From an optimization exercise on the open Yosys and OpenROAD flow, aimed at small area, a short achievable clock period and few clock cycles per item; shortcuts taken in it are not production practice. Function was checked by simulation only, so behaviour that the tests miss may differ from the original. No activity file was given, so power comes from the tool's default toggle rates.

===== flow/config.mk =====
export PLATFORM = sky130hd
export DESIGN_NAME = dsp_core
export DESIGN_NICKNAME = dsp_core
export VERILOG_FILES = /design/flow/design.v
export SDC_FILE = /design/flow/constraint.sdc
export NUM_CORES = 4
export LEC_CHECK = 0
export CAP_MARGIN = 20
export CORE_MARGIN = 2
export CORE_UTILIZATION = 60
export CTS_BUF_LIST = sky130_fd_sc_hd__clkbuf_8
export CTS_CLUSTER_DIAMETER = 50
export CTS_CLUSTER_SIZE = 16
export SLEW_MARGIN = 20

===== flow/constraint.sdc =====
create_clock -name core_clock -period 10.0 [get_ports {clk}]
set_input_delay 2.0000 -clock core_clock [delete_from_list [all_inputs] [get_ports {clk}]]
set_output_delay 2.0000 -clock core_clock [all_outputs]
set_load 0.01 [all_outputs]

===== flow/design.v =====
package dsp_pkg;
	localparam int data_width = 16;
	localparam int n_blocks = 16;
	localparam int n_block_regs = 2;
	localparam int n_channels = 16;
	localparam int skid_depth = 2;
	localparam int skid_ptr_width = $clog2(skid_depth);
	typedef logic signed [data_width - 1 : 0] sample_t;
	typedef logic signed [2 * data_width - 1 : 0] product_t;
	typedef logic [$clog2(n_blocks) - 1 : 0] block_addr_t;
	typedef logic [$clog2(n_blocks) : 0] block_count_t;
	typedef logic [$clog2(n_channels) - 1 : 0] channel_addr_t;
	typedef logic [4 : 0] shift_t;
	typedef logic [31 : 0] instr_t;
	localparam channel_addr_t input_channel = 1;
	localparam channel_addr_t output_channel = 0;
	localparam product_t sample_max = 32'sd32767;
	localparam product_t sample_min = -32'sd32768;
	localparam int src_a_lsb = 0;
	localparam int src_b_lsb = 4;
	localparam int src_c_lsb = 8;
	localparam int dest_lsb = 12;
	localparam int shift_lsb = 16;
	localparam int src_b_reg_bit = 21;
	localparam int src_c_reg_bit = 22;
	localparam int saturate_disable_bit = 23;
	typedef struct packed {
		logic instr_write;
		logic reg_write;
		block_addr_t block_target;
		logic reg_target;
		instr_t instr_val;
		sample_t reg_val;
	} command_t;
	typedef struct packed {
		channel_addr_t dest;
		sample_t arg_a;
		sample_t arg_b;
		sample_t arg_c;
		shift_t shift;
		logic saturate_disable;
	} madd_op_t;
	typedef struct packed {
		channel_addr_t dest;
		sample_t value;
	} madd_result_t;
endpackage
`timescale 1ns/10ps
module booth_pp16 (
	input logic [15 : 0] a,
	input logic [15 : 0] b,
	output logic [60 : 0] mid
);
	logic neg1;
	logic one2;
	logic two3;
	logic pp4;
	logic pp5;
	logic pp6;
	logic pp7;
	logic pp8;
	logic pp9;
	logic pp10;
	logic pp11;
	logic pp12;
	logic pp13;
	logic pp14;
	logic pp15;
	logic pp16;
	logic pp17;
	logic pp18;
	logic pp19;
	logic pp20;
	logic ns21;
	logic neg22;
	logic one23;
	logic two24;
	logic pp25;
	logic pp26;
	logic pp27;
	logic pp28;
	logic pp29;
	logic pp30;
	logic pp31;
	logic pp32;
	logic pp33;
	logic pp34;
	logic pp35;
	logic pp36;
	logic pp37;
	logic pp38;
	logic pp39;
	logic pp40;
	logic pp41;
	logic ns42;
	logic neg43;
	logic one44;
	logic two45;
	logic pp46;
	logic pp47;
	logic pp48;
	logic pp49;
	logic pp50;
	logic pp51;
	logic pp52;
	logic pp53;
	logic pp54;
	logic pp55;
	logic pp56;
	logic pp57;
	logic pp58;
	logic pp59;
	logic pp60;
	logic pp61;
	logic pp62;
	logic ns63;
	logic neg64;
	logic one65;
	logic two66;
	logic pp67;
	logic pp68;
	logic pp69;
	logic pp70;
	logic pp71;
	logic pp72;
	logic pp73;
	logic pp74;
	logic pp75;
	logic pp76;
	logic pp77;
	logic pp78;
	logic pp79;
	logic pp80;
	logic pp81;
	logic pp82;
	logic pp83;
	logic ns84;
	logic neg85;
	logic one86;
	logic two87;
	logic pp88;
	logic pp89;
	logic pp90;
	logic pp91;
	logic pp92;
	logic pp93;
	logic pp94;
	logic pp95;
	logic pp96;
	logic pp97;
	logic pp98;
	logic pp99;
	logic pp100;
	logic pp101;
	logic pp102;
	logic pp103;
	logic pp104;
	logic ns105;
	logic neg106;
	logic one107;
	logic two108;
	logic pp109;
	logic pp110;
	logic pp111;
	logic pp112;
	logic pp113;
	logic pp114;
	logic pp115;
	logic pp116;
	logic pp117;
	logic pp118;
	logic pp119;
	logic pp120;
	logic pp121;
	logic pp122;
	logic pp123;
	logic pp124;
	logic pp125;
	logic ns126;
	logic neg127;
	logic one128;
	logic two129;
	logic pp130;
	logic pp131;
	logic pp132;
	logic pp133;
	logic pp134;
	logic pp135;
	logic pp136;
	logic pp137;
	logic pp138;
	logic pp139;
	logic pp140;
	logic pp141;
	logic pp142;
	logic pp143;
	logic pp144;
	logic pp145;
	logic pp146;
	logic ns147;
	logic neg148;
	logic one149;
	logic two150;
	logic pp151;
	logic pp152;
	logic pp153;
	logic pp154;
	logic pp155;
	logic pp156;
	logic pp157;
	logic pp158;
	logic pp159;
	logic pp160;
	logic pp161;
	logic pp162;
	logic pp163;
	logic pp164;
	logic pp165;
	logic pp166;
	logic pp167;
	logic ns168;
	logic s169;
	logic c170;
	logic s171;
	logic c172;
	logic s173;
	logic c174;
	logic s175;
	logic c176;
	logic s177;
	logic c178;
	logic s179;
	logic c180;
	logic s181;
	logic c182;
	logic s183;
	logic c184;
	logic s185;
	logic c186;
	logic s187;
	logic c188;
	logic s189;
	logic c190;
	logic s191;
	logic c192;
	logic s193;
	logic c194;
	logic s195;
	logic c196;
	logic s197;
	logic c198;
	logic s199;
	logic c200;
	logic s201;
	logic c202;
	logic s203;
	logic c204;
	logic s205;
	logic c206;
	logic s207;
	logic c208;
	logic s209;
	logic c210;
	logic s211;
	logic c212;
	logic s213;
	logic c214;
	logic s215;
	logic c216;
	logic s217;
	logic c218;
	logic s219;
	logic c220;
	logic s221;
	logic c222;
	logic s223;
	logic c224;
	logic s225;
	logic c226;
	logic s227;
	logic c228;
	logic s229;
	logic c230;
	logic s231;
	logic c232;
	logic s233;
	logic c234;
	logic s235;
	logic c236;
	logic s237;
	logic c238;
	logic s239;
	logic c240;
	logic s241;
	logic c242;
	logic s243;
	logic c244;
	logic s245;
	logic c246;
	logic s247;
	logic c248;
	logic s249;
	logic c250;
	logic s251;
	logic c252;
	logic s253;
	logic c254;
	logic s255;
	logic c256;
	logic s257;
	logic c258;
	logic s259;
	logic c260;
	logic s261;
	logic c262;
	logic s263;
	logic c264;
	logic s265;
	logic c266;
	logic s267;
	logic c268;
	logic s269;
	logic c270;
	logic s271;
	logic c272;
	logic s273;
	logic c274;
	logic s275;
	logic c276;
	logic s277;
	logic c278;
	logic s279;
	logic c280;
	logic s281;
	logic c282;
	logic s283;
	logic c284;
	logic s285;
	logic c286;
	logic s287;
	logic c288;
	logic s289;
	logic c290;
	logic s291;
	logic c292;
	logic s293;
	logic c294;
	logic s295;
	logic c296;
	logic s297;
	logic c298;
	logic s299;
	logic c300;
	logic s301;
	logic c302;
	logic s303;
	logic c304;
	logic s305;
	logic c306;
	logic s307;
	logic c308;
	logic s309;
	logic c310;
	logic s311;
	logic c312;
	logic s313;
	logic c314;
	logic s315;
	logic c316;
	logic s317;
	logic c318;
	logic s319;
	logic c320;
	logic s321;
	logic c322;
	logic s323;
	logic c324;
	logic s325;
	logic c326;
	logic s327;
	logic c328;
	logic s329;
	logic c330;
	logic s331;
	logic c332;
	logic s333;
	logic c334;
	logic s335;
	logic c336;
	logic s337;
	logic c338;
	logic s339;
	logic c340;
	logic s341;
	logic c342;
	logic s343;
	logic c344;
	logic s345;
	logic c346;
	logic s347;
	logic c348;
	logic s349;
	logic c350;
	logic s351;
	logic c352;
	logic s353;
	logic c354;
	logic s355;
	logic c356;
	logic s357;
	logic c358;
	logic s359;
	logic c360;
	logic s361;
	logic c362;
	logic s363;
	logic c364;
	logic s365;
	logic c366;
	logic s367;
	logic c368;
	logic s369;
	logic c370;
	logic s371;
	logic c372;
	logic s373;
	logic c374;
	logic s375;
	logic c376;
	logic s377;
	logic c378;
	logic s379;
	logic c380;
	logic s381;
	logic c382;
	logic s383;
	logic c384;
	logic s385;
	logic c386;
	logic s387;
	logic c388;
	logic s389;
	logic c390;
	logic s391;
	logic c392;
	assign neg1 = b[1] & ~(b[0] & 1'b0);
	assign one2 = b[0] ^ 1'b0;
	assign two3 = (b[1] & ~b[0] & ~1'b0) | (~b[1] & b[0] & 1'b0);
	assign pp4 = ((one2 & a[0]) | (two3 & 1'b0)) ^ neg1;
	assign pp5 = ((one2 & a[1]) | (two3 & a[0])) ^ neg1;
	assign pp6 = ((one2 & a[2]) | (two3 & a[1])) ^ neg1;
	assign pp7 = ((one2 & a[3]) | (two3 & a[2])) ^ neg1;
	assign pp8 = ((one2 & a[4]) | (two3 & a[3])) ^ neg1;
	assign pp9 = ((one2 & a[5]) | (two3 & a[4])) ^ neg1;
	assign pp10 = ((one2 & a[6]) | (two3 & a[5])) ^ neg1;
	assign pp11 = ((one2 & a[7]) | (two3 & a[6])) ^ neg1;
	assign pp12 = ((one2 & a[8]) | (two3 & a[7])) ^ neg1;
	assign pp13 = ((one2 & a[9]) | (two3 & a[8])) ^ neg1;
	assign pp14 = ((one2 & a[10]) | (two3 & a[9])) ^ neg1;
	assign pp15 = ((one2 & a[11]) | (two3 & a[10])) ^ neg1;
	assign pp16 = ((one2 & a[12]) | (two3 & a[11])) ^ neg1;
	assign pp17 = ((one2 & a[13]) | (two3 & a[12])) ^ neg1;
	assign pp18 = ((one2 & a[14]) | (two3 & a[13])) ^ neg1;
	assign pp19 = ((one2 & a[15]) | (two3 & a[14])) ^ neg1;
	assign pp20 = ((one2 & a[15]) | (two3 & a[15])) ^ neg1;
	assign ns21 = ~pp20;
	assign neg22 = b[3] & ~(b[2] & b[1]);
	assign one23 = b[2] ^ b[1];
	assign two24 = (b[3] & ~b[2] & ~b[1]) | (~b[3] & b[2] & b[1]);
	assign pp25 = ((one23 & a[0]) | (two24 & 1'b0)) ^ neg22;
	assign pp26 = ((one23 & a[1]) | (two24 & a[0])) ^ neg22;
	assign pp27 = ((one23 & a[2]) | (two24 & a[1])) ^ neg22;
	assign pp28 = ((one23 & a[3]) | (two24 & a[2])) ^ neg22;
	assign pp29 = ((one23 & a[4]) | (two24 & a[3])) ^ neg22;
	assign pp30 = ((one23 & a[5]) | (two24 & a[4])) ^ neg22;
	assign pp31 = ((one23 & a[6]) | (two24 & a[5])) ^ neg22;
	assign pp32 = ((one23 & a[7]) | (two24 & a[6])) ^ neg22;
	assign pp33 = ((one23 & a[8]) | (two24 & a[7])) ^ neg22;
	assign pp34 = ((one23 & a[9]) | (two24 & a[8])) ^ neg22;
	assign pp35 = ((one23 & a[10]) | (two24 & a[9])) ^ neg22;
	assign pp36 = ((one23 & a[11]) | (two24 & a[10])) ^ neg22;
	assign pp37 = ((one23 & a[12]) | (two24 & a[11])) ^ neg22;
	assign pp38 = ((one23 & a[13]) | (two24 & a[12])) ^ neg22;
	assign pp39 = ((one23 & a[14]) | (two24 & a[13])) ^ neg22;
	assign pp40 = ((one23 & a[15]) | (two24 & a[14])) ^ neg22;
	assign pp41 = ((one23 & a[15]) | (two24 & a[15])) ^ neg22;
	assign ns42 = ~pp41;
	assign neg43 = b[5] & ~(b[4] & b[3]);
	assign one44 = b[4] ^ b[3];
	assign two45 = (b[5] & ~b[4] & ~b[3]) | (~b[5] & b[4] & b[3]);
	assign pp46 = ((one44 & a[0]) | (two45 & 1'b0)) ^ neg43;
	assign pp47 = ((one44 & a[1]) | (two45 & a[0])) ^ neg43;
	assign pp48 = ((one44 & a[2]) | (two45 & a[1])) ^ neg43;
	assign pp49 = ((one44 & a[3]) | (two45 & a[2])) ^ neg43;
	assign pp50 = ((one44 & a[4]) | (two45 & a[3])) ^ neg43;
	assign pp51 = ((one44 & a[5]) | (two45 & a[4])) ^ neg43;
	assign pp52 = ((one44 & a[6]) | (two45 & a[5])) ^ neg43;
	assign pp53 = ((one44 & a[7]) | (two45 & a[6])) ^ neg43;
	assign pp54 = ((one44 & a[8]) | (two45 & a[7])) ^ neg43;
	assign pp55 = ((one44 & a[9]) | (two45 & a[8])) ^ neg43;
	assign pp56 = ((one44 & a[10]) | (two45 & a[9])) ^ neg43;
	assign pp57 = ((one44 & a[11]) | (two45 & a[10])) ^ neg43;
	assign pp58 = ((one44 & a[12]) | (two45 & a[11])) ^ neg43;
	assign pp59 = ((one44 & a[13]) | (two45 & a[12])) ^ neg43;
	assign pp60 = ((one44 & a[14]) | (two45 & a[13])) ^ neg43;
	assign pp61 = ((one44 & a[15]) | (two45 & a[14])) ^ neg43;
	assign pp62 = ((one44 & a[15]) | (two45 & a[15])) ^ neg43;
	assign ns63 = ~pp62;
	assign neg64 = b[7] & ~(b[6] & b[5]);
	assign one65 = b[6] ^ b[5];
	assign two66 = (b[7] & ~b[6] & ~b[5]) | (~b[7] & b[6] & b[5]);
	assign pp67 = ((one65 & a[0]) | (two66 & 1'b0)) ^ neg64;
	assign pp68 = ((one65 & a[1]) | (two66 & a[0])) ^ neg64;
	assign pp69 = ((one65 & a[2]) | (two66 & a[1])) ^ neg64;
	assign pp70 = ((one65 & a[3]) | (two66 & a[2])) ^ neg64;
	assign pp71 = ((one65 & a[4]) | (two66 & a[3])) ^ neg64;
	assign pp72 = ((one65 & a[5]) | (two66 & a[4])) ^ neg64;
	assign pp73 = ((one65 & a[6]) | (two66 & a[5])) ^ neg64;
	assign pp74 = ((one65 & a[7]) | (two66 & a[6])) ^ neg64;
	assign pp75 = ((one65 & a[8]) | (two66 & a[7])) ^ neg64;
	assign pp76 = ((one65 & a[9]) | (two66 & a[8])) ^ neg64;
	assign pp77 = ((one65 & a[10]) | (two66 & a[9])) ^ neg64;
	assign pp78 = ((one65 & a[11]) | (two66 & a[10])) ^ neg64;
	assign pp79 = ((one65 & a[12]) | (two66 & a[11])) ^ neg64;
	assign pp80 = ((one65 & a[13]) | (two66 & a[12])) ^ neg64;
	assign pp81 = ((one65 & a[14]) | (two66 & a[13])) ^ neg64;
	assign pp82 = ((one65 & a[15]) | (two66 & a[14])) ^ neg64;
	assign pp83 = ((one65 & a[15]) | (two66 & a[15])) ^ neg64;
	assign ns84 = ~pp83;
	assign neg85 = b[9] & ~(b[8] & b[7]);
	assign one86 = b[8] ^ b[7];
	assign two87 = (b[9] & ~b[8] & ~b[7]) | (~b[9] & b[8] & b[7]);
	assign pp88 = ((one86 & a[0]) | (two87 & 1'b0)) ^ neg85;
	assign pp89 = ((one86 & a[1]) | (two87 & a[0])) ^ neg85;
	assign pp90 = ((one86 & a[2]) | (two87 & a[1])) ^ neg85;
	assign pp91 = ((one86 & a[3]) | (two87 & a[2])) ^ neg85;
	assign pp92 = ((one86 & a[4]) | (two87 & a[3])) ^ neg85;
	assign pp93 = ((one86 & a[5]) | (two87 & a[4])) ^ neg85;
	assign pp94 = ((one86 & a[6]) | (two87 & a[5])) ^ neg85;
	assign pp95 = ((one86 & a[7]) | (two87 & a[6])) ^ neg85;
	assign pp96 = ((one86 & a[8]) | (two87 & a[7])) ^ neg85;
	assign pp97 = ((one86 & a[9]) | (two87 & a[8])) ^ neg85;
	assign pp98 = ((one86 & a[10]) | (two87 & a[9])) ^ neg85;
	assign pp99 = ((one86 & a[11]) | (two87 & a[10])) ^ neg85;
	assign pp100 = ((one86 & a[12]) | (two87 & a[11])) ^ neg85;
	assign pp101 = ((one86 & a[13]) | (two87 & a[12])) ^ neg85;
	assign pp102 = ((one86 & a[14]) | (two87 & a[13])) ^ neg85;
	assign pp103 = ((one86 & a[15]) | (two87 & a[14])) ^ neg85;
	assign pp104 = ((one86 & a[15]) | (two87 & a[15])) ^ neg85;
	assign ns105 = ~pp104;
	assign neg106 = b[11] & ~(b[10] & b[9]);
	assign one107 = b[10] ^ b[9];
	assign two108 = (b[11] & ~b[10] & ~b[9]) | (~b[11] & b[10] & b[9]);
	assign pp109 = ((one107 & a[0]) | (two108 & 1'b0)) ^ neg106;
	assign pp110 = ((one107 & a[1]) | (two108 & a[0])) ^ neg106;
	assign pp111 = ((one107 & a[2]) | (two108 & a[1])) ^ neg106;
	assign pp112 = ((one107 & a[3]) | (two108 & a[2])) ^ neg106;
	assign pp113 = ((one107 & a[4]) | (two108 & a[3])) ^ neg106;
	assign pp114 = ((one107 & a[5]) | (two108 & a[4])) ^ neg106;
	assign pp115 = ((one107 & a[6]) | (two108 & a[5])) ^ neg106;
	assign pp116 = ((one107 & a[7]) | (two108 & a[6])) ^ neg106;
	assign pp117 = ((one107 & a[8]) | (two108 & a[7])) ^ neg106;
	assign pp118 = ((one107 & a[9]) | (two108 & a[8])) ^ neg106;
	assign pp119 = ((one107 & a[10]) | (two108 & a[9])) ^ neg106;
	assign pp120 = ((one107 & a[11]) | (two108 & a[10])) ^ neg106;
	assign pp121 = ((one107 & a[12]) | (two108 & a[11])) ^ neg106;
	assign pp122 = ((one107 & a[13]) | (two108 & a[12])) ^ neg106;
	assign pp123 = ((one107 & a[14]) | (two108 & a[13])) ^ neg106;
	assign pp124 = ((one107 & a[15]) | (two108 & a[14])) ^ neg106;
	assign pp125 = ((one107 & a[15]) | (two108 & a[15])) ^ neg106;
	assign ns126 = ~pp125;
	assign neg127 = b[13] & ~(b[12] & b[11]);
	assign one128 = b[12] ^ b[11];
	assign two129 = (b[13] & ~b[12] & ~b[11]) | (~b[13] & b[12] & b[11]);
	assign pp130 = ((one128 & a[0]) | (two129 & 1'b0)) ^ neg127;
	assign pp131 = ((one128 & a[1]) | (two129 & a[0])) ^ neg127;
	assign pp132 = ((one128 & a[2]) | (two129 & a[1])) ^ neg127;
	assign pp133 = ((one128 & a[3]) | (two129 & a[2])) ^ neg127;
	assign pp134 = ((one128 & a[4]) | (two129 & a[3])) ^ neg127;
	assign pp135 = ((one128 & a[5]) | (two129 & a[4])) ^ neg127;
	assign pp136 = ((one128 & a[6]) | (two129 & a[5])) ^ neg127;
	assign pp137 = ((one128 & a[7]) | (two129 & a[6])) ^ neg127;
	assign pp138 = ((one128 & a[8]) | (two129 & a[7])) ^ neg127;
	assign pp139 = ((one128 & a[9]) | (two129 & a[8])) ^ neg127;
	assign pp140 = ((one128 & a[10]) | (two129 & a[9])) ^ neg127;
	assign pp141 = ((one128 & a[11]) | (two129 & a[10])) ^ neg127;
	assign pp142 = ((one128 & a[12]) | (two129 & a[11])) ^ neg127;
	assign pp143 = ((one128 & a[13]) | (two129 & a[12])) ^ neg127;
	assign pp144 = ((one128 & a[14]) | (two129 & a[13])) ^ neg127;
	assign pp145 = ((one128 & a[15]) | (two129 & a[14])) ^ neg127;
	assign pp146 = ((one128 & a[15]) | (two129 & a[15])) ^ neg127;
	assign ns147 = ~pp146;
	assign neg148 = b[15] & ~(b[14] & b[13]);
	assign one149 = b[14] ^ b[13];
	assign two150 = (b[15] & ~b[14] & ~b[13]) | (~b[15] & b[14] & b[13]);
	assign pp151 = ((one149 & a[0]) | (two150 & 1'b0)) ^ neg148;
	assign pp152 = ((one149 & a[1]) | (two150 & a[0])) ^ neg148;
	assign pp153 = ((one149 & a[2]) | (two150 & a[1])) ^ neg148;
	assign pp154 = ((one149 & a[3]) | (two150 & a[2])) ^ neg148;
	assign pp155 = ((one149 & a[4]) | (two150 & a[3])) ^ neg148;
	assign pp156 = ((one149 & a[5]) | (two150 & a[4])) ^ neg148;
	assign pp157 = ((one149 & a[6]) | (two150 & a[5])) ^ neg148;
	assign pp158 = ((one149 & a[7]) | (two150 & a[6])) ^ neg148;
	assign pp159 = ((one149 & a[8]) | (two150 & a[7])) ^ neg148;
	assign pp160 = ((one149 & a[9]) | (two150 & a[8])) ^ neg148;
	assign pp161 = ((one149 & a[10]) | (two150 & a[9])) ^ neg148;
	assign pp162 = ((one149 & a[11]) | (two150 & a[10])) ^ neg148;
	assign pp163 = ((one149 & a[12]) | (two150 & a[11])) ^ neg148;
	assign pp164 = ((one149 & a[13]) | (two150 & a[12])) ^ neg148;
	assign pp165 = ((one149 & a[14]) | (two150 & a[13])) ^ neg148;
	assign pp166 = ((one149 & a[15]) | (two150 & a[14])) ^ neg148;
	assign pp167 = ((one149 & a[15]) | (two150 & a[15])) ^ neg148;
	assign ns168 = ~pp167;
	assign s169 = pp14 ^ pp33;
	assign c170 = pp14 & pp33;
	assign s171 = pp15 ^ pp34;
	assign c172 = pp15 & pp34;
	assign s173 = pp16 ^ pp35 ^ pp54;
	assign c174 = (pp16 & pp35) | (pp16 & pp54) | (pp35 & pp54);
	assign s175 = pp73 ^ pp92;
	assign c176 = pp73 & pp92;
	assign s177 = pp17 ^ pp36 ^ pp55;
	assign c178 = (pp17 & pp36) | (pp17 & pp55) | (pp36 & pp55);
	assign s179 = pp74 ^ pp93;
	assign c180 = pp74 & pp93;
	assign s181 = pp18 ^ pp37 ^ pp56;
	assign c182 = (pp18 & pp37) | (pp18 & pp56) | (pp37 & pp56);
	assign s183 = pp75 ^ pp94 ^ pp113;
	assign c184 = (pp75 & pp94) | (pp75 & pp113) | (pp94 & pp113);
	assign s185 = pp132 ^ pp151;
	assign c186 = pp132 & pp151;
	assign s187 = pp19 ^ pp38 ^ pp57;
	assign c188 = (pp19 & pp38) | (pp19 & pp57) | (pp38 & pp57);
	assign s189 = pp76 ^ pp95 ^ pp114;
	assign c190 = (pp76 & pp95) | (pp76 & pp114) | (pp95 & pp114);
	assign s191 = pp133 ^ pp152;
	assign c192 = pp133 & pp152;
	assign s193 = ns21 ^ pp39 ^ pp58;
	assign c194 = (ns21 & pp39) | (ns21 & pp58) | (pp39 & pp58);
	assign s195 = pp77 ^ pp96 ^ pp115;
	assign c196 = (pp77 & pp96) | (pp77 & pp115) | (pp96 & pp115);
	assign s197 = pp134 ^ pp153 ^ 1'b1;
	assign c198 = (pp134 & pp153) | (pp134 & 1'b1) | (pp153 & 1'b1);
	assign s199 = pp40 ^ pp59 ^ pp78;
	assign c200 = (pp40 & pp59) | (pp40 & pp78) | (pp59 & pp78);
	assign s201 = pp97 ^ pp116 ^ pp135;
	assign c202 = (pp97 & pp116) | (pp97 & pp135) | (pp116 & pp135);
	assign s203 = pp154 ^ 1'b1;
	assign c204 = pp154 & 1'b1;
	assign s205 = ns42 ^ pp60 ^ pp79;
	assign c206 = (ns42 & pp60) | (ns42 & pp79) | (pp60 & pp79);
	assign s207 = pp98 ^ pp117 ^ pp136;
	assign c208 = (pp98 & pp117) | (pp98 & pp136) | (pp117 & pp136);
	assign s209 = pp61 ^ pp80 ^ pp99;
	assign c210 = (pp61 & pp80) | (pp61 & pp99) | (pp80 & pp99);
	assign s211 = pp118 ^ pp137;
	assign c212 = pp118 & pp137;
	assign s213 = ns63 ^ pp81 ^ pp100;
	assign c214 = (ns63 & pp81) | (ns63 & pp100) | (pp81 & pp100);
	assign s215 = pp82 ^ pp101;
	assign c216 = pp82 & pp101;
	assign s217 = pp10 ^ pp29;
	assign c218 = pp10 & pp29;
	assign s219 = pp11 ^ pp30;
	assign c220 = pp11 & pp30;
	assign s221 = pp12 ^ pp31 ^ pp50;
	assign c222 = (pp12 & pp31) | (pp12 & pp50) | (pp31 & pp50);
	assign s223 = pp69 ^ pp88;
	assign c224 = pp69 & pp88;
	assign s225 = pp13 ^ pp32 ^ pp51;
	assign c226 = (pp13 & pp32) | (pp13 & pp51) | (pp32 & pp51);
	assign s227 = pp70 ^ pp89;
	assign c228 = pp70 & pp89;
	assign s229 = s169 ^ pp52 ^ pp71;
	assign c230 = (s169 & pp52) | (s169 & pp71) | (pp52 & pp71);
	assign s231 = pp90 ^ pp109 ^ neg106;
	assign c232 = (pp90 & pp109) | (pp90 & neg106) | (pp109 & neg106);
	assign s233 = c170 ^ s171 ^ pp53;
	assign c234 = (c170 & s171) | (c170 & pp53) | (s171 & pp53);
	assign s235 = pp72 ^ pp91 ^ pp110;
	assign c236 = (pp72 & pp91) | (pp72 & pp110) | (pp91 & pp110);
	assign s237 = c172 ^ s173 ^ s175;
	assign c238 = (c172 & s173) | (c172 & s175) | (s173 & s175);
	assign s239 = pp111 ^ pp130 ^ neg127;
	assign c240 = (pp111 & pp130) | (pp111 & neg127) | (pp130 & neg127);
	assign s241 = c174 ^ c176 ^ s177;
	assign c242 = (c174 & c176) | (c174 & s177) | (c176 & s177);
	assign s243 = s179 ^ pp112 ^ pp131;
	assign c244 = (s179 & pp112) | (s179 & pp131) | (pp112 & pp131);
	assign s245 = c178 ^ c180 ^ s181;
	assign c246 = (c178 & c180) | (c178 & s181) | (c180 & s181);
	assign s247 = s183 ^ s185 ^ neg148;
	assign c248 = (s183 & s185) | (s183 & neg148) | (s185 & neg148);
	assign s249 = c182 ^ c184 ^ c186;
	assign c250 = (c182 & c184) | (c182 & c186) | (c184 & c186);
	assign s251 = s187 ^ s189 ^ s191;
	assign c252 = (s187 & s189) | (s187 & s191) | (s189 & s191);
	assign s253 = c188 ^ c190 ^ c192;
	assign c254 = (c188 & c190) | (c188 & c192) | (c190 & c192);
	assign s255 = s193 ^ s195 ^ s197;
	assign c256 = (s193 & s195) | (s193 & s197) | (s195 & s197);
	assign s257 = c194 ^ c196 ^ c198;
	assign c258 = (c194 & c196) | (c194 & c198) | (c196 & c198);
	assign s259 = s199 ^ s201 ^ s203;
	assign c260 = (s199 & s201) | (s199 & s203) | (s201 & s203);
	assign s261 = c200 ^ c202 ^ c204;
	assign c262 = (c200 & c202) | (c200 & c204) | (c202 & c204);
	assign s263 = s205 ^ s207 ^ pp155;
	assign c264 = (s205 & s207) | (s205 & pp155) | (s207 & pp155);
	assign s265 = c206 ^ c208 ^ s209;
	assign c266 = (c206 & c208) | (c206 & s209) | (c208 & s209);
	assign s267 = s211 ^ pp156 ^ 1'b1;
	assign c268 = (s211 & pp156) | (s211 & 1'b1) | (pp156 & 1'b1);
	assign s269 = c210 ^ c212 ^ s213;
	assign c270 = (c210 & c212) | (c210 & s213) | (c212 & s213);
	assign s271 = pp119 ^ pp138 ^ pp157;
	assign c272 = (pp119 & pp138) | (pp119 & pp157) | (pp138 & pp157);
	assign s273 = c214 ^ s215 ^ pp120;
	assign c274 = (c214 & s215) | (c214 & pp120) | (s215 & pp120);
	assign s275 = pp139 ^ pp158 ^ 1'b1;
	assign c276 = (pp139 & pp158) | (pp139 & 1'b1) | (pp158 & 1'b1);
	assign s277 = c216 ^ ns84 ^ pp102;
	assign c278 = (c216 & ns84) | (c216 & pp102) | (ns84 & pp102);
	assign s279 = pp121 ^ pp140 ^ pp159;
	assign c280 = (pp121 & pp140) | (pp121 & pp159) | (pp140 & pp159);
	assign s281 = pp103 ^ pp122 ^ pp141;
	assign c282 = (pp103 & pp122) | (pp103 & pp141) | (pp122 & pp141);
	assign s283 = pp160 ^ 1'b1;
	assign c284 = pp160 & 1'b1;
	assign s285 = ns105 ^ pp123 ^ pp142;
	assign c286 = (ns105 & pp123) | (ns105 & pp142) | (pp123 & pp142);
	assign s287 = pp124 ^ pp143;
	assign c288 = pp124 & pp143;
	assign s289 = pp8 ^ pp27;
	assign c290 = pp8 & pp27;
	assign s291 = pp9 ^ pp28;
	assign c292 = pp9 & pp28;
	assign s293 = s217 ^ pp48 ^ pp67;
	assign c294 = (s217 & pp48) | (s217 & pp67) | (pp48 & pp67);
	assign s295 = c218 ^ s219 ^ pp49;
	assign c296 = (c218 & s219) | (c218 & pp49) | (s219 & pp49);
	assign s297 = c220 ^ s221 ^ s223;
	assign c298 = (c220 & s221) | (c220 & s223) | (s221 & s223);
	assign s299 = c222 ^ c224 ^ s225;
	assign c300 = (c222 & c224) | (c222 & s225) | (c224 & s225);
	assign s301 = c226 ^ c228 ^ s229;
	assign c302 = (c226 & c228) | (c226 & s229) | (c228 & s229);
	assign s303 = c230 ^ c232 ^ s233;
	assign c304 = (c230 & c232) | (c230 & s233) | (c232 & s233);
	assign s305 = c234 ^ c236 ^ s237;
	assign c306 = (c234 & c236) | (c234 & s237) | (c236 & s237);
	assign s307 = c238 ^ c240 ^ s241;
	assign c308 = (c238 & c240) | (c238 & s241) | (c240 & s241);
	assign s309 = c242 ^ c244 ^ s245;
	assign c310 = (c242 & c244) | (c242 & s245) | (c244 & s245);
	assign s311 = c246 ^ c248 ^ s249;
	assign c312 = (c246 & c248) | (c246 & s249) | (c248 & s249);
	assign s313 = c250 ^ c252 ^ s253;
	assign c314 = (c250 & c252) | (c250 & s253) | (c252 & s253);
	assign s315 = c254 ^ c256 ^ s257;
	assign c316 = (c254 & c256) | (c254 & s257) | (c256 & s257);
	assign s317 = c258 ^ c260 ^ s261;
	assign c318 = (c258 & c260) | (c258 & s261) | (c260 & s261);
	assign s319 = c262 ^ c264 ^ s265;
	assign c320 = (c262 & c264) | (c262 & s265) | (c264 & s265);
	assign s321 = c266 ^ c268 ^ s269;
	assign c322 = (c266 & c268) | (c266 & s269) | (c268 & s269);
	assign s323 = c270 ^ c272 ^ s273;
	assign c324 = (c270 & c272) | (c270 & s273) | (c272 & s273);
	assign s325 = c274 ^ c276 ^ s277;
	assign c326 = (c274 & c276) | (c274 & s277) | (c276 & s277);
	assign s327 = c278 ^ c280 ^ s281;
	assign c328 = (c278 & c280) | (c278 & s281) | (c280 & s281);
	assign s329 = c282 ^ c284 ^ s285;
	assign c330 = (c282 & c284) | (c282 & s285) | (c284 & s285);
	assign s331 = c286 ^ s287 ^ pp162;
	assign c332 = (c286 & s287) | (c286 & pp162) | (s287 & pp162);
	assign s333 = c288 ^ ns126 ^ pp144;
	assign c334 = (c288 & ns126) | (c288 & pp144) | (ns126 & pp144);
	assign s335 = pp145 ^ pp164;
	assign c336 = pp145 & pp164;
	assign s337 = pp6 ^ pp25;
	assign c338 = pp6 & pp25;
	assign s339 = pp7 ^ pp26;
	assign c340 = pp7 & pp26;
	assign s341 = s289 ^ pp46 ^ neg43;
	assign c342 = (s289 & pp46) | (s289 & neg43) | (pp46 & neg43);
	assign s343 = c290 ^ s291 ^ pp47;
	assign c344 = (c290 & s291) | (c290 & pp47) | (s291 & pp47);
	assign s345 = c292 ^ s293 ^ neg64;
	assign c346 = (c292 & s293) | (c292 & neg64) | (s293 & neg64);
	assign s347 = c294 ^ s295 ^ pp68;
	assign c348 = (c294 & s295) | (c294 & pp68) | (s295 & pp68);
	assign s349 = c296 ^ s297 ^ neg85;
	assign c350 = (c296 & s297) | (c296 & neg85) | (s297 & neg85);
	assign s351 = c298 ^ s299 ^ s227;
	assign c352 = (c298 & s299) | (c298 & s227) | (s299 & s227);
	assign s353 = c300 ^ s301 ^ s231;
	assign c354 = (c300 & s301) | (c300 & s231) | (s301 & s231);
	assign s355 = c302 ^ s303 ^ s235;
	assign c356 = (c302 & s303) | (c302 & s235) | (s303 & s235);
	assign s357 = c304 ^ s305 ^ s239;
	assign c358 = (c304 & s305) | (c304 & s239) | (s305 & s239);
	assign s359 = c306 ^ s307 ^ s243;
	assign c360 = (c306 & s307) | (c306 & s243) | (s307 & s243);
	assign s361 = c308 ^ s309 ^ s247;
	assign c362 = (c308 & s309) | (c308 & s247) | (s309 & s247);
	assign s363 = c310 ^ s311 ^ s251;
	assign c364 = (c310 & s311) | (c310 & s251) | (s311 & s251);
	assign s365 = c312 ^ s313 ^ s255;
	assign c366 = (c312 & s313) | (c312 & s255) | (s313 & s255);
	assign s367 = c314 ^ s315 ^ s259;
	assign c368 = (c314 & s315) | (c314 & s259) | (s315 & s259);
	assign s369 = c316 ^ s317 ^ s263;
	assign c370 = (c316 & s317) | (c316 & s263) | (s317 & s263);
	assign s371 = c318 ^ s319 ^ s267;
	assign c372 = (c318 & s319) | (c318 & s267) | (s319 & s267);
	assign s373 = c320 ^ s321 ^ s271;
	assign c374 = (c320 & s321) | (c320 & s271) | (s321 & s271);
	assign s375 = c322 ^ s323 ^ s275;
	assign c376 = (c322 & s323) | (c322 & s275) | (s323 & s275);
	assign s377 = c324 ^ s325 ^ s279;
	assign c378 = (c324 & s325) | (c324 & s279) | (s325 & s279);
	assign s379 = c326 ^ s327 ^ s283;
	assign c380 = (c326 & s327) | (c326 & s283) | (s327 & s283);
	assign s381 = c328 ^ s329 ^ pp161;
	assign c382 = (c328 & s329) | (c328 & pp161) | (s329 & pp161);
	assign s383 = c330 ^ s331 ^ 1'b1;
	assign c384 = (c330 & s331) | (c330 & 1'b1) | (s331 & 1'b1);
	assign s385 = c332 ^ s333 ^ pp163;
	assign c386 = (c332 & s333) | (c332 & pp163) | (s333 & pp163);
	assign s387 = c334 ^ s335 ^ 1'b1;
	assign c388 = (c334 & s335) | (c334 & 1'b1) | (s335 & 1'b1);
	assign s389 = c336 ^ ns147 ^ pp165;
	assign c390 = (c336 & ns147) | (c336 & pp165) | (ns147 & pp165);
	assign s391 = pp166 ^ 1'b1;
	assign c392 = pp166 & 1'b1;
	assign mid[0] = pp4;
	assign mid[1] = neg1;
	assign mid[2] = pp5;
	assign mid[3] = s337;
	assign mid[4] = neg22;
	assign mid[5] = c338;
	assign mid[6] = s339;
	assign mid[7] = c340;
	assign mid[8] = s341;
	assign mid[9] = c342;
	assign mid[10] = s343;
	assign mid[11] = c344;
	assign mid[12] = s345;
	assign mid[13] = c346;
	assign mid[14] = s347;
	assign mid[15] = c348;
	assign mid[16] = s349;
	assign mid[17] = c350;
	assign mid[18] = s351;
	assign mid[19] = c352;
	assign mid[20] = s353;
	assign mid[21] = c354;
	assign mid[22] = s355;
	assign mid[23] = c356;
	assign mid[24] = s357;
	assign mid[25] = c358;
	assign mid[26] = s359;
	assign mid[27] = c360;
	assign mid[28] = s361;
	assign mid[29] = c362;
	assign mid[30] = s363;
	assign mid[31] = c364;
	assign mid[32] = s365;
	assign mid[33] = c366;
	assign mid[34] = s367;
	assign mid[35] = c368;
	assign mid[36] = s369;
	assign mid[37] = c370;
	assign mid[38] = s371;
	assign mid[39] = c372;
	assign mid[40] = s373;
	assign mid[41] = c374;
	assign mid[42] = s375;
	assign mid[43] = c376;
	assign mid[44] = s377;
	assign mid[45] = c378;
	assign mid[46] = s379;
	assign mid[47] = c380;
	assign mid[48] = s381;
	assign mid[49] = c382;
	assign mid[50] = s383;
	assign mid[51] = c384;
	assign mid[52] = s385;
	assign mid[53] = c386;
	assign mid[54] = s387;
	assign mid[55] = c388;
	assign mid[56] = s389;
	assign mid[57] = c390;
	assign mid[58] = s391;
	assign mid[59] = c392;
	assign mid[60] = ns168;
endmodule
module booth_sum16 (
	input logic [60 : 0] mid,
	output logic [31 : 0] x,
	output logic [31 : 0] y
);
	assign x[0] = mid[0];
	assign y[0] = mid[1];
	assign x[1] = mid[2];
	assign y[1] = 1'b0;
	assign x[2] = mid[3];
	assign y[2] = mid[4];
	assign x[3] = mid[5];
	assign y[3] = mid[6];
	assign x[4] = mid[7];
	assign y[4] = mid[8];
	assign x[5] = mid[9];
	assign y[5] = mid[10];
	assign x[6] = mid[11];
	assign y[6] = mid[12];
	assign x[7] = mid[13];
	assign y[7] = mid[14];
	assign x[8] = mid[15];
	assign y[8] = mid[16];
	assign x[9] = mid[17];
	assign y[9] = mid[18];
	assign x[10] = mid[19];
	assign y[10] = mid[20];
	assign x[11] = mid[21];
	assign y[11] = mid[22];
	assign x[12] = mid[23];
	assign y[12] = mid[24];
	assign x[13] = mid[25];
	assign y[13] = mid[26];
	assign x[14] = mid[27];
	assign y[14] = mid[28];
	assign x[15] = mid[29];
	assign y[15] = mid[30];
	assign x[16] = mid[31];
	assign y[16] = mid[32];
	assign x[17] = mid[33];
	assign y[17] = mid[34];
	assign x[18] = mid[35];
	assign y[18] = mid[36];
	assign x[19] = mid[37];
	assign y[19] = mid[38];
	assign x[20] = mid[39];
	assign y[20] = mid[40];
	assign x[21] = mid[41];
	assign y[21] = mid[42];
	assign x[22] = mid[43];
	assign y[22] = mid[44];
	assign x[23] = mid[45];
	assign y[23] = mid[46];
	assign x[24] = mid[47];
	assign y[24] = mid[48];
	assign x[25] = mid[49];
	assign y[25] = mid[50];
	assign x[26] = mid[51];
	assign y[26] = mid[52];
	assign x[27] = mid[53];
	assign y[27] = mid[54];
	assign x[28] = mid[55];
	assign y[28] = mid[56];
	assign x[29] = mid[57];
	assign y[29] = mid[58];
	assign x[30] = mid[59];
	assign y[30] = mid[60];
	assign x[31] = 1'b1;
	assign y[31] = 1'b0;
endmodule
`timescale 1ns/10ps
module dsp_core (
	input logic clk,
	input logic reset,
	input logic tick,
	input dsp_pkg::sample_t sample_in,
	input dsp_pkg::command_t command,
	output dsp_pkg::sample_t sample_out,
	output logic ready,
	output dsp_pkg::block_count_t n_blocks_running,
	output logic [31 : 0] commits_accepted
);
	logic [23 : 0] instrs [16];
	logic signed [15 : 0] coef0 [16];
	logic signed [15 : 0] coef1 [16];
	logic signed [15 : 0] ch [16];
	logic busy;
	logic [15 : 0] blk_on;
	logic stall_q;
	logic pick1_q;
	logic ready_q;
	logic [3 : 0] cur;
	logic [4 : 0] nxt;
	logic [23 : 0] ins_q;
	logic signed [15 : 0] a_q;
	logic signed [15 : 0] b_q;
	logic [23 : 0] w0_ins, w1_ins;
	logic [3 : 0] w0_blk, w1_blk;
	logic w0_v, w1_v;
	logic [23 : 0] nins;
	logic [3 : 0] ncur;
	logic [3 : 0] dest;
	logic adv, go_idle;
	logic pick1;
	logic [23 : 0] w0_next, w1_next;
	logic w0_v_next, w1_v_next, busy_next;
	logic stall_next;
	logic last_out, next_out;
	logic signed [15 : 0] a_val, b_val;
	logic [60 : 0] mid;
	logic [23 : 0] fetched;
	logic s2_v;
	logic [60 : 0] s2_mid;
	logic [3 : 0] s2_dest;
	logic [4 : 0] s2_sh;
	logic s2_satd;
	logic s2_creg;
	logic [3 : 0] s2_caddr;
	logic signed [15 : 0] s2_cconst;
	logic [31 : 0] px, py;
	logic s3_v;
	logic [15 : 0] s3_qlo;
	logic s3_hi_zero, s3_hi_m1, s3_hi_p1, s3_hi_m2, s3_neg;
	logic [3 : 0] s3_dest;
	logic s3_satd;
	logic signed [15 : 0] s3_c;
	logic signed [15 : 0] res;
	assign dest = ins_q[15 : 12];
	function automatic reads_ab(input logic [23 : 0] ins, input logic [3 : 0] chn);
		reads_ab = ins[3 : 0] == chn || (!ins[21] && ins[7 : 4] == chn);
	endfunction
	function automatic reads_any(input logic [23 : 0] ins, input logic [3 : 0] chn);
		reads_any = ins[3 : 0] == chn || (!ins[21] && ins[7 : 4] == chn)
			|| (!ins[22] && ins[11 : 8] == chn);
	endfunction
	assign adv = busy && !stall_q;
	assign go_idle = !busy || (adv && !w0_v);
	assign pick1 = pick1_q;
	assign fetched = instrs[nxt[3 : 0]];
	always_comb begin
		if (go_idle) begin
			nins = instrs[0];
			ncur = 4'd0;
		end else if (adv && pick1) begin
			nins = w1_ins;
			ncur = w1_blk;
		end else if (adv) begin
			nins = w0_ins;
			ncur = w0_blk;
		end else begin
			nins = ins_q;
			ncur = cur;
		end
	end
	function automatic logic [15 : 0] ch_next(input logic [3 : 0] chn,
		input logic [15 : 0] ch_now, input logic s3_wr, input logic [3 : 0] s3_chn,
		input logic [15 : 0] res_now);
		if (s3_wr && s3_chn == chn)
			ch_next = res_now;
		else
			ch_next = ch_now;
	endfunction
	assign a_val = ch_next(nins[3 : 0], ch[nins[3 : 0]], s3_v, s3_dest, res);
	assign b_val = nins[21] ? coef0[ncur]
		: ch_next(nins[7 : 4], ch[nins[7 : 4]], s3_v, s3_dest, res);
	always_comb begin
		if (go_idle) begin
			w0_next = instrs[1];
			w1_next = instrs[2];
		end else if (adv) begin
			w0_next = pick1 ? w0_ins : w1_ins;
			w1_next = fetched;
		end else begin
			w0_next = w0_ins;
			w1_next = w1_ins;
		end
		if (go_idle) begin
			busy_next = tick && blk_on[0];
			w0_v_next = blk_on[1];
			w1_v_next = blk_on[2];
		end else if (adv) begin
			busy_next = w0_v;
			w0_v_next = pick1 ? w0_v : w1_v;
			w1_v_next = !nxt[4] && blk_on[nxt[3 : 0]];
		end else begin
			busy_next = busy;
			w0_v_next = w0_v;
			w1_v_next = w1_v;
		end
	end
	assign stall_next = (adv && reads_ab(nins, dest)) || (s2_v && reads_ab(nins, s2_dest))
		|| (tick && reads_ab(nins, 4'd1));
	assign last_out = !adv || (dest != 4'd0 && dest != 4'd1);
	assign next_out = nins[15 : 12] != 4'd0 && nins[15 : 12] != 4'd1
		&& (nins[22] || nins[11 : 8] != 4'd1);
	always_ff @(posedge clk) begin
		ins_q <= nins;
		cur <= ncur;
		a_q <= a_val;
		b_q <= b_val;
		w0_ins <= w0_next;
		w1_ins <= w1_next;
		if (go_idle) begin
			w0_blk <= 4'd1;
			w1_blk <= 4'd2;
			nxt <= 5'd3;
		end else if (adv) begin
			if (!pick1)
				w0_blk <= w1_blk;
			w1_blk <= nxt[3 : 0];
			nxt <= nxt + 5'd1;
		end
	end
	always_ff @(posedge clk) begin
		if (reset) begin
			busy <= 1'b0;
			stall_q <= 1'b0;
			pick1_q <= 1'b0;
			ready_q <= 1'b0;
			w0_v <= 1'b0;
			w1_v <= 1'b0;
			s2_v <= 1'b0;
			s3_v <= 1'b0;
		end else begin
			s2_v <= adv;
			s3_v <= s2_v;
			stall_q <= stall_next;
			pick1_q <= w1_v_next
				&& (reads_ab(w0_next, nins[15 : 12]) || (adv && reads_ab(w0_next, dest)))
				&& !(reads_ab(w1_next, nins[15 : 12]) || (adv && reads_ab(w1_next, dest)))
				&& !reads_any(w0_next, w1_next[15 : 12]) && !reads_any(w1_next, w0_next[15 : 12])
				&& w0_next[15 : 12] != w1_next[15 : 12];
			busy <= busy_next;
			w0_v <= w0_v_next;
			w1_v <= w1_v_next;
			ready_q <= !tick && last_out
				&& (!busy_next || (!w0_v_next && !stall_next && next_out));
		end
	end
	booth_pp16 mul_pp (
		.a(b_q),
		.b(a_q),
		.mid(mid)
	);
	always_ff @(posedge clk) begin
		s2_mid <= mid;
		s2_dest <= dest;
		s2_sh <= ins_q[20 : 16];
		s2_satd <= ins_q[23];
		s2_creg <= ins_q[22];
		s2_caddr <= ins_q[11 : 8];
		s2_cconst <= coef1[cur];
	end
	logic signed [31 : 0] prod;
	logic [15 : 0] p_hi;
	logic [15 : 0] m_hi;
	logic [15 : 0] m_bit;
	logic [15 : 0] m_above;
	booth_sum16 mul_sum (
		.mid(s2_mid),
		.x(px),
		.y(py)
	);
	assign prod = px + py;
	assign p_hi = prod[31 : 16];
	always_comb begin
		for (int k = 0; k < 16; k++) begin
			m_hi[k] = k >= 32'(s2_sh) || k == 15;
			m_bit[k] = k == 32'(s2_sh) && k != 15;
		end
	end
	assign m_above = m_hi & ~m_bit;
	always_ff @(posedge clk) begin
		s3_qlo <= 16'(prod >>> s2_sh);
		s3_hi_zero <= (p_hi & m_hi) == '0;
		s3_hi_m1 <= (p_hi | ~m_hi) == '1;
		s3_hi_p1 <= (p_hi & m_bit) != '0 && (p_hi & m_above) == '0;
		s3_hi_m2 <= m_bit != '0 && (p_hi & m_bit) == '0 && (p_hi | ~m_above) == '1;
		s3_neg <= prod[31];
		s3_dest <= s2_dest;
		s3_satd <= s2_satd;
		if (s2_creg)
			s3_c <= s2_cconst;
		else if (s3_v && s2_caddr == s3_dest)
			s3_c <= res;
		else
			s3_c <= ch[s2_caddr];
	end
	logic signed [15 : 0] c_val;
	logic [16 : 0] s_lo;
	logic d_up, d_down;
	logic h_zero, h_m1, in_range, neg;
	assign c_val = s3_c;
	assign s_lo = {1'b0, s3_qlo} + {1'b0, c_val};
	assign d_up = s_lo[16] && !c_val[15];
	assign d_down = !s_lo[16] && c_val[15];
	assign h_zero = d_up ? s3_hi_m1 : d_down ? s3_hi_p1 : s3_hi_zero;
	assign h_m1 = d_up ? s3_hi_m2 : d_down ? s3_hi_zero : s3_hi_m1;
	assign in_range = s_lo[15] ? h_m1 : h_zero;
	assign neg = s3_neg ? !(s3_hi_m1 && d_up) : (s3_hi_zero && d_down);
	always_comb begin
		if (s3_satd || in_range)
			res = s_lo[15 : 0];
		else if (neg)
			res = 16'sh8000;
		else
			res = 16'sh7fff;
	end
	logic [3 : 0] tgt;
	logic [15 : 0] reg_wdata;
	logic [15 : 0] res_wdata;
	logic [15 : 0] ch1_wdata;
	assign tgt = command.block_target;
	assign reg_wdata = reset ? 16'd0 : command.reg_val;
	assign res_wdata = reset ? 16'd0 : res;
	assign ch1_wdata = reset ? 16'd0 : tick ? sample_in : res;
	always_ff @(posedge clk) begin
		if (command.instr_write)
			instrs[tgt] <= command.instr_val[23 : 0];
	end
	always_ff @(posedge clk) begin
		for (int k = 0; k < 16; k++) begin
			if (reset || (command.reg_write && !command.reg_target && tgt == 4'(k)))
				coef0[k] <= reg_wdata;
			if (reset || (command.reg_write && command.reg_target && tgt == 4'(k)))
				coef1[k] <= reg_wdata;
		end
	end
	always_ff @(posedge clk) begin
		for (int k = 0; k < 16; k++) begin
			if (k == 1) begin
				if (reset || tick || (s3_v && s3_dest == 4'(k)))
					ch[k] <= ch1_wdata;
			end else begin
				if (reset || (s3_v && s3_dest == 4'(k)))
					ch[k] <= res_wdata;
			end
		end
	end
	always_ff @(posedge clk) begin
		if (reset) begin
			sample_out <= '0;
			commits_accepted <= '0;
			blk_on <= '0;
			n_blocks_running <= '0;
		end else begin
			if (tick) begin
				sample_out <= (s3_v && s3_dest == 4'd0) ? res : ch[0];
				commits_accepted <= commits_accepted + 32'(n_blocks_running);
			end
			if (command.instr_write) begin
				for (int k = 0; k < 16; k++)
					if (4'(k) <= tgt)
						blk_on[k] <= 1'b1;
				if (!blk_on[tgt])
					n_blocks_running <= {1'b0, tgt} + 5'd1;
			end
		end
	end
	assign ready = ready_q;
endmodule

===== flow/flow/run.sh =====
#!/bin/bash
# The standard layout, with timing repair aiming for 6.5 ns of setup slack
# (a 3.5 ns period) instead of stopping at the 10 ns clock.
set -e
cp standard.sh standard.sh.txt
export SETUP_SLACK_MARGIN=6.5
bash standard.sh > standard.log 2>&1

===== flow/standard.sh =====
#!/bin/bash
# synth_recipe.tcl (not shown) runs the flow's synth.tcl, then flattens the netlist and writes it again
# the make line also repeats each setting of config.mk as NAME=value (left out here)
make -C /OpenROAD-flow-scripts/flow DESIGN_CONFIG=/design/flow/config.mk WORK_HOME=/design/flow/orfs CLKGATE_MAP_FILE= SYNTH_SCRIPT=/design/flow/synth_recipe.tcl "${@:-finish}"

==> results.py, run 1 <==
metrics = {
    "status": {
        "status": "finished clean",
    },
    "synthesis": {
        "ys_seq_elements": 1488,
        "yosysUniqueCellTypes": 95,
        "ys_seq_area_share_pct": 59.6,
        "syn_area_per_cell_um2": 12.7,
        "syn_area_um2": 69600,
        "syn_inst": 5462,
        "yosysWarnings": 4,
        "synth.most_common_cell": "edfxtp_1",
        "async_flop_share_pct": 0,
        "synth_common_cells": "1,170 x edfxtp_1, 489 x a22oi_1, 347 x nor2_1",
        "synth_top_cell_area_share_pct": 50.5,
        "syn_nets": 5708,
        "synthFlopType": "edfxtp_1",
        "synth_top_area_cell": "edfxtp_1",
        "synth_edf_count": 1170,
        "synth_area_leaders": "edfxtp_1 50%, dfxtp_1 9.1%, a22oi_1 5.3%",
    },
    "global_route": {
        "grt_pass1_wl_um": 351000,
        "grt_use_total_pct": 41.0,
        "grt_max_degree": 68,
        "antenna_found_initial": 20,
        "grt_pass1_vias": 50600,
        "grt-ovfl-total": 0,
    },
    "timing": {
        "maxSlewHeadroom_pct": 7.45,
        "period_minus_slack_ns": 3.62,
        "hold_viol": 0,
        "setup_viol": 0,
        "fmax_mhz": 276,
        "rsz0062_at_grt": "yes",
        "skew_ns": 0.0726,
        "tightest_slew_ns": 1.39,
        "fin_tns_setup_ns": 0,
        "timing_max_transition_violations_final": 0,
        "final.period_utilization_pct": 36.2,
    },
    "setup_path": {
        "crit_family": "buffers and inverters",
        "cpPeakStageDelay_ns": 0.47,
        "crit_path_end_kind": "register",
        "required_ns": 10.59,
        "r2r_cells": 17,
        "crit_type": "reg -> reg",
        "crit_buf_inv": 6,
        "rrSetupSlack_ns": 6.38,
        "r2r-start": "s3_c[0]$_DFF_P_",
        "reg2reg_to": "ch[3][0]$_DFFE_PP_",
        "path_cells": "ha_4, fa_2, a211oi_2, o21ai_1, nand4_1, a221oi_4, buf_4, nor2b_4, nor4_2, buf_4, mux2i_4, buf_12, buf_4, buf_12, mux2i_4, buf_12, nor2_4",
        "path_max_fanout": 8,
        "worst_ep_arrival_time_ns": 4.21,
        "worstSetupStartpointType": "register",
        "cp_slowest_cell": "a221oi_4",
    },
    "placement": {
        "gp_congestion": 0.977,
        "placedInstanceArea_um2": 73100,
        "dp.final_hpwl_um": 151000,
        "port-buffer-count": 119,
        "dp_cells": 6875,
    },
    "die": {
        "core.rowCount": 124,
        "start_util_pct": 60.7,
        "core_area_um2": 115000,
        "die_w_um": 345,
        "die_area_um2": 119000,
        "io-pin-count": 128,
        "die_h_um": 345,
    },
    "hold_path": {
        "hold_end": "s3_satd$_DFF_P_",
        "whs_path_depth": 0,
        "hold_class": "reg -> reg",
        "hold_start": "s2_satd$_DFF_P_",
    },
    "power_and_ir_drop": {
        "vdd_ir_drop_max_uv": 278,
        "powerDensity_nw_per_um2": 315,
        "p_leak_uw": 0.0283,
    },
    "route": {
        "drt-pass1-iter-count": 10,
        "finalWirelength_um": 249000,
        "via_count": 53100,
        "vias_per_cell": 7.21,
        "wire_per_inst_um": 33.9,
        "postRouteAntennaNets": 0,
        "drt-initial-drc-count": 8306,
        "post-route-drc-count": 0,
    },
    "cts": {
        "clk_latency_ns": 0.93,
        "cts.sinks": 1488,
        "path_clk_slew_ns": 0.10,
        "clk_path_buf_depth": 3,
        "cts_tree": "built",
        "cts_buffers": 138,
        "cts-htree-levels": 4,
        "root_buffer": "clkbuf_8",
        "hold_buffers": 0,
    },
    "finish": {
        "n_fill_cell": 7784,
        "final_nets": 5992,
        "syn2layout_area_growth_pct": 16.9,
        "final_layout_size_suffix_gt1_share_pct": 23.8,
        "utilization_pct": 71.0,
        "instances_no_fill": 7367,
        "stdcell_area_um2": 81400,
    },
    "flow_run": {
        "drv_cap": 0,
    },
}
cell type report:
type                       count  area, um^2  area share (%)
timing repair buffer         501        4990            6.13
antenna                        8        20.0          0.0246
clock buffer                 141        1940            2.38
sequential                  1488       41700            51.2
multi-input combinational   3457       29300            35.9
clock inverter               100         983            1.21
tap                         1512        1890            2.32
inverter                     160         626           0.769
how the worst max path moves through the flow:
stage	start	end	slack, ns	cells past startpoint
2_1_floorplan	command[49]	n_blocks_running[4]$_SDFFE_PP0P_	6.25	5
3_3_place_gp	command[49]	coef1[15][2]$_DFFE_PP_	4.94	5
3_5_place_dp	s3_c[0]$_DFF_P_	ch[9][12]$_DFFE_PP_	4.90	13
4_1_cts	command[54]	instrs[7][17]$_DFFE_PP_	6.35	4
5_1_grt	s3_c[0]$_DFF_P_	ch[3][0]$_DFFE_PP_	6.27	17
6_report	s3_c[0]$_DFF_P_	ch[3][0]$_DFFE_PP_	6.38	17
cells in the final DEF, fill, tap and decap left out, types with 37 or more instances in the layout:
master / instances
a21oi_1: 210
a221oi_1: 114
a22o_1: 129
a22oi_1: 478
buf_12: 50
buf_2: 42
buf_4: 270
buf_6: 53
clkbuf_8: 142
clkdlybuf4s50_1: 59
dfxtp_1: 229
dfxtp_2: 59
edfxtp_1: 1170
fa_1: 80
ha_1: 49
inv_1: 166
mux2i_1: 71
mux4_2: 119
nand2_1: 265
nand3_1: 141
nand4_1: 98
nor2_1: 262
nor2_2: 57
nor2_4: 37
nor3_1: 57
o211ai_1: 38
o21ai_0: 84
o22ai_1: 75
xnor2_1: 118
xor2_1: 126
per-stage QoR:
stage | hold WS (ns) | power (uW) | worst slack, ns
5_1_grt | 0.362 | 27100 | 6.27
6_report | 0.326 | 25700 | 6.38
2_1_floorplan | 0.310 | 15500 | 6.25
3_3_place_gp | 0.318 | 18500 | 4.94
4_1_cts | 0.317 | 23900 | 6.35
3_5_place_dp | 0.312 | 18700 | 4.90
registers in the layout (all words and copies together) (netlist names), 24 cells and up, named ones only:
| name | flops |
|---|---|
| s2_mid | 61 |
| coef0 | 256 |
| w0_ins | 24 |
| ch | 256 |
| commits_accepted | 32 |
| ins_q | 24 |
| coef1 | 256 |
| w1_ins | 24 |
| instrs | 384 |
routing by layer:
metal / share of wire (%) / vias to the layer above / track usage [%]
met5: 0.036 / - / 0
met4: 6.4 / 14 / 22.2
met3: 13 / 995 / 11.8
met2: 44 / 4105 / 61.2
met1: 36 / 26000 / 54.5
li1: - / 22000 / -
repair_timing:
action                     in CTS  in global routing
setup endpoints to repair    1197                629
setup buffers                 126                 95
pin swaps                      57                114
gates resized for setup       630                277
cloned                         10                 12
kinds of logic (layout without fill, tap and decap cells):
kind of cell	after synthesis	after routing	synth area share, %
compound gates	1597	1598	16.5
buf+inv	526	902	3.00
simple gates	1188	1196	8.13
other cells	0	8	0
mux	232	232	5.52
fa+ha+maj	172	172	4.01
xor+xnor	259	259	3.28
flops	1488	1488	59.6
power by group:
part           internal (uW)  switching (uW)  total, uW  leakage (uW)
logic                   5380            7350      12700        0.0128
registers               8110             901       9010        0.0139
clock network           1650            2280       3930       0.00157
Testbench counts, summed over its fixed seeds: cycles 28,751, samples 2,048.
==> run 2: changes to the inputs <==
--- a/flow/config.mk
+++ b/flow/config.mk
@@ -10,5 +10,2 @@
 export CORE_UTILIZATION = 60
-export CTS_BUF_LIST = sky130_fd_sc_hd__clkbuf_8
-export CTS_CLUSTER_DIAMETER = 50
-export CTS_CLUSTER_SIZE = 16
 export SLEW_MARGIN = 20
==> run 2 against run 1 <==
Utilization rose by 1.5 points; final cell count barely moved; worst hold slack got worse by 0.029 ns; sequential share of layout area fell by 1.1 points; area after synthesis did not move; non-clock buffer count fell by 29; combinational power barely moved; count of clock-buffer cells in the layout rose by 54; total power rose by 6.5%; via count rose by 0.11%; critical path depth rose by 1; routed wire length rose by 0.19%.
==> results.py, run 2 <==
metrics = {
    "status": {
        "status": "finished clean",
    },
    "cts": {
        "cts_buffers": 152,
        "cts-htree-levels": 4,
        "path_clk_slew_ns": 0.06,
        "cts_tree": "built",
        "root_buffer": "clkbuf_16",
        "clk_latency_ns": 0.80,
        "hold_buffers": 0,
        "cts.sinks": 1488,
        "clk_path_buf_depth": 3,
    },
    "route": {
        "post-route-drc-count": 0,
        "postRouteAntennaNets": 0,
        "wire_per_inst_um": 33.9,
        "vias_per_cell": 7.22,
        "drt-pass1-iter-count": 12,
        "via_count": 53200,
        "finalWirelength_um": 250000,
        "drt-initial-drc-count": 8478,
    },
    "setup_path": {
        "worstSetupStartpointType": "register",
        "cp_slowest_cell": "a221oi_4",
        "rrSetupSlack_ns": 6.28,
        "cpPeakStageDelay_ns": 0.48,
        "worst_ep_arrival_time_ns": 4.26,
        "crit_path_end_kind": "register",
        "cpMostUsedCell": "buf_6",
        "required_ns": 10.54,
        "path_max_fanout": 8,
        "path_cells": "ha_4, fa_2, a211oi_2, o21ai_1, nand4_1, a221oi_4, buf_6, mux2i_4, nor4_4, mux2i_4, buf_12, buf_6, buf_6, buf_6, buf_6, a21oi_4, nor2_4, buf_12",
        "crit_type": "reg -> reg",
    },
    "finish": {
        "n_fill_cell": 7478,
        "syn2layout_area_growth_pct": 19.3,
        "layout_common_cells": "1,170 x edfxtp_1, 479 x a22oi_1, 269 x nand2_1, 261 x nor2_1, 257 x dfxtp_1",
        "final_common_cell": "edfxtp_1",
        "final_nets": 5971,
        "utilization_pct": 72.5,
        "top_register": "instrs",
        "final_layout_size_suffix_gt1_share_pct": 21.7,
        "largest_register_ffs": 384,
    },
    "synthesis": {
        "synthXorXnorAreaFrac_pct": 3.28,
        "synth_top_cell_area_share_pct": 50.5,
        "synth_area_leaders": "edfxtp_1 50%, dfxtp_1 9.1%, a22oi_1 5.3%",
        "synthMuxAreaShare_pct": 5.52,
        "synth_compound_area_share_pct": 16.5,
        "ys_seq_elements": 1488,
        "yosysUniqueCellTypes": 95,
        "yosys.area_share.simple_pct": 8.13,
        "async_flop_share_pct": 0,
        "syn_area_per_cell_um2": 12.7,
        "syn_area_um2": 69600,
        "syn_inst": 5462,
        "synthFlopType": "edfxtp_1",
        "synth_top_family_by_area": "compound AO/OA/AOI/OAI gates",
        "yosysWarnings": 4,
        "syn_nets": 5708,
        "synth_common_cells": "1,170 x edfxtp_1, 489 x a22oi_1, 347 x nor2_1",
        "synth.most_common_cell": "edfxtp_1",
        "ys_seq_area_share_pct": 59.6,
        "synth_edf_count": 1170,
        "synth_adder_area_share_pct": 4.01,
        "synth_top_area_cell": "edfxtp_1",
    },
    "flow_run": {
        "drv_cap": 0,
    },
    "timing": {
        "hold_viol": 0,
        "fmax_mhz": 269,
        "fin_tns_setup_ns": 0,
        "timing_max_transition_violations_final": 0,
        "period_minus_slack_ns": 3.72,
        "rsz0062_at_grt": "yes",
        "setup_viol": 0,
        "finalHoldWorstSlack_ns": 0.297,
        "tightest_slew_ns": 1.25,
        "final.period_utilization_pct": 37.2,
        "maxSlewHeadroom_pct": 16.2,
        "fin_ws_ns": 6.28,
        "skew_ns": 0.0481,
    },
    "global_route": {
        "grt_pass1_wl_um": 352000,
        "grt_use_total_pct": 41.1,
        "antenna_found_initial": 20,
        "grt_max_degree": 67,
        "grt_pass1_vias": 51000,
        "grt-ovfl-total": 0,
    },
    "power_and_ir_drop": {
        "vdd_ir_drop_max_uv": 361,
        "powerDensity_nw_per_um2": 329,
        "p_leak_uw": 0.0290,
    },
    "die": {
        "die_h_um": 345,
        "core.rowCount": 124,
        "start_util_pct": 60.7,
        "io-pin-count": 128,
        "die_w_um": 345,
        "die_area_um2": 119000,
        "core_area_um2": 115000,
    },
    "placement": {
        "gp_congestion": 0.977,
        "port-buffer-count": 119,
        "dp_slack_ns": 4.90,
        "dp.final_hpwl_um": 151000,
    },
    "hold_path": {
        "hold_class": "reg -> reg",
    },
}
[run 2: cell counts after synthesis]
No cell type changed its count.
[run 2: layer usage]
metal	global-route usage, %	part of all wire (%)
met5	0	0.041
met2	61.9	45
met3	11.1	13
met4	21.7	6.2
met1	55.0	36
[run 2: power by group]
group	internal, uW	switching [uW]
clock	3180	2510
combinational	5340	7280
sequential	8120	905
total	16600	10700
[run 2: logic make-up (layout without fill, tap and decap cells)]
group                      Yosys count  count (layout)
AOI/OAI and AO/OA                 1597            1598
xor gates and xnor gates           259             259
adders and majority gates          172             172
buffers and inverters              526             905
DFF                               1488            1488
muxes                              232             232
other                                0               6
and+or+nand+nor                   1188            1190
[run 2: final cells by class]
type	instances	area, um^2	area share, %
timing repair buffer	472	4930	5.93
sequential	1488	41600	50.1
inverter	160	623	0.750
clock buffer	195	4060	4.88
clock inverter	78	926	1.11
tap	1512	1890	2.28
multi-input combinational	3451	29100	35.0
antenna	6	15.0	0.0181
[run 2: through the flow]
stage / instance area, um^2 / cells / total power [uW]
final: 83100 / 7362 / 27300
after floorplan: 70000 / 5462 / 15500
after global placement: 73100 / 6874 / 18500
after global routing: 83100 / 7358 / 28700
after detailed placement: 73100 / 6875 / 18700
after CTS: 81100 / 7268 / 25800
[run 2: what timing repair did]
item                                    in CTS  in global routing
buffers inserted                           111                 81
endpoints found under the setup margin    1359               1007
endpoints found under the hold margin        0                  0
pin swaps                                   70                 87
cloned                                       9                  7
gates resized for setup                    460                257
[run 2: critical path: cells and delay by family, from the launching register on]
family                     cells  cell delay, ns
DFF                            1            0.35
adders and majority gates      2            0.35
AOI/OAI and AO/OA              4            0.97
buffers and inverters          7            1.00
muxes                          2            0.20
and+or+nand+nor                3            0.60
[run 2: worst paths after layout]
check / start / end / cells past startpoint
max: s3_qlo[0]$_DFF_P_ / ch[9][12]$_DFFE_PP_ / 18
min: s2_satd$_DFF_P_ / s3_satd$_DFF_P_ / 0
max reg2reg: s3_qlo[0]$_DFF_P_ / ch[9][12]$_DFFE_PP_ / 18
min reg2reg: s2_satd$_DFF_P_ / s3_satd$_DFF_P_ / 0

==> port drivers added, routing unchanged <==
No port has a modelled driver above. Below, the same layouts with a new extraction and two added sets of constraints. Step 1 sets driving cells, clkbuf_16 on the clock port and buf_2 on the other inputs (assumed; they add their load-dependent delay and slew). Step 2 adds t to the input delays and takes it off the output delays; t is the mean of the earliest and latest rising clock arrival at the registers after step 1. Input paths then give back, and output paths get back, about the clock's delay inside the block. a / b / c = ideal / step 1 / step 2; a / b = the first two.
run	t, ns	setup WS [ns]	worst setup path after step 2	latest minus earliest clock arrival (ns)
run 1	0.970	6.378 / 6.378 / 5.516	input to register	0.074 / 0.074
run 2	0.855	6.280 / 6.280 / 5.703	input to register	0.056 / 0.056
After both steps setup and hold are still met in every run listed. For run 1, which loses most, drivers alone change the setup slack by 0.000 ns; drivers and shift together by -0.862 ns.
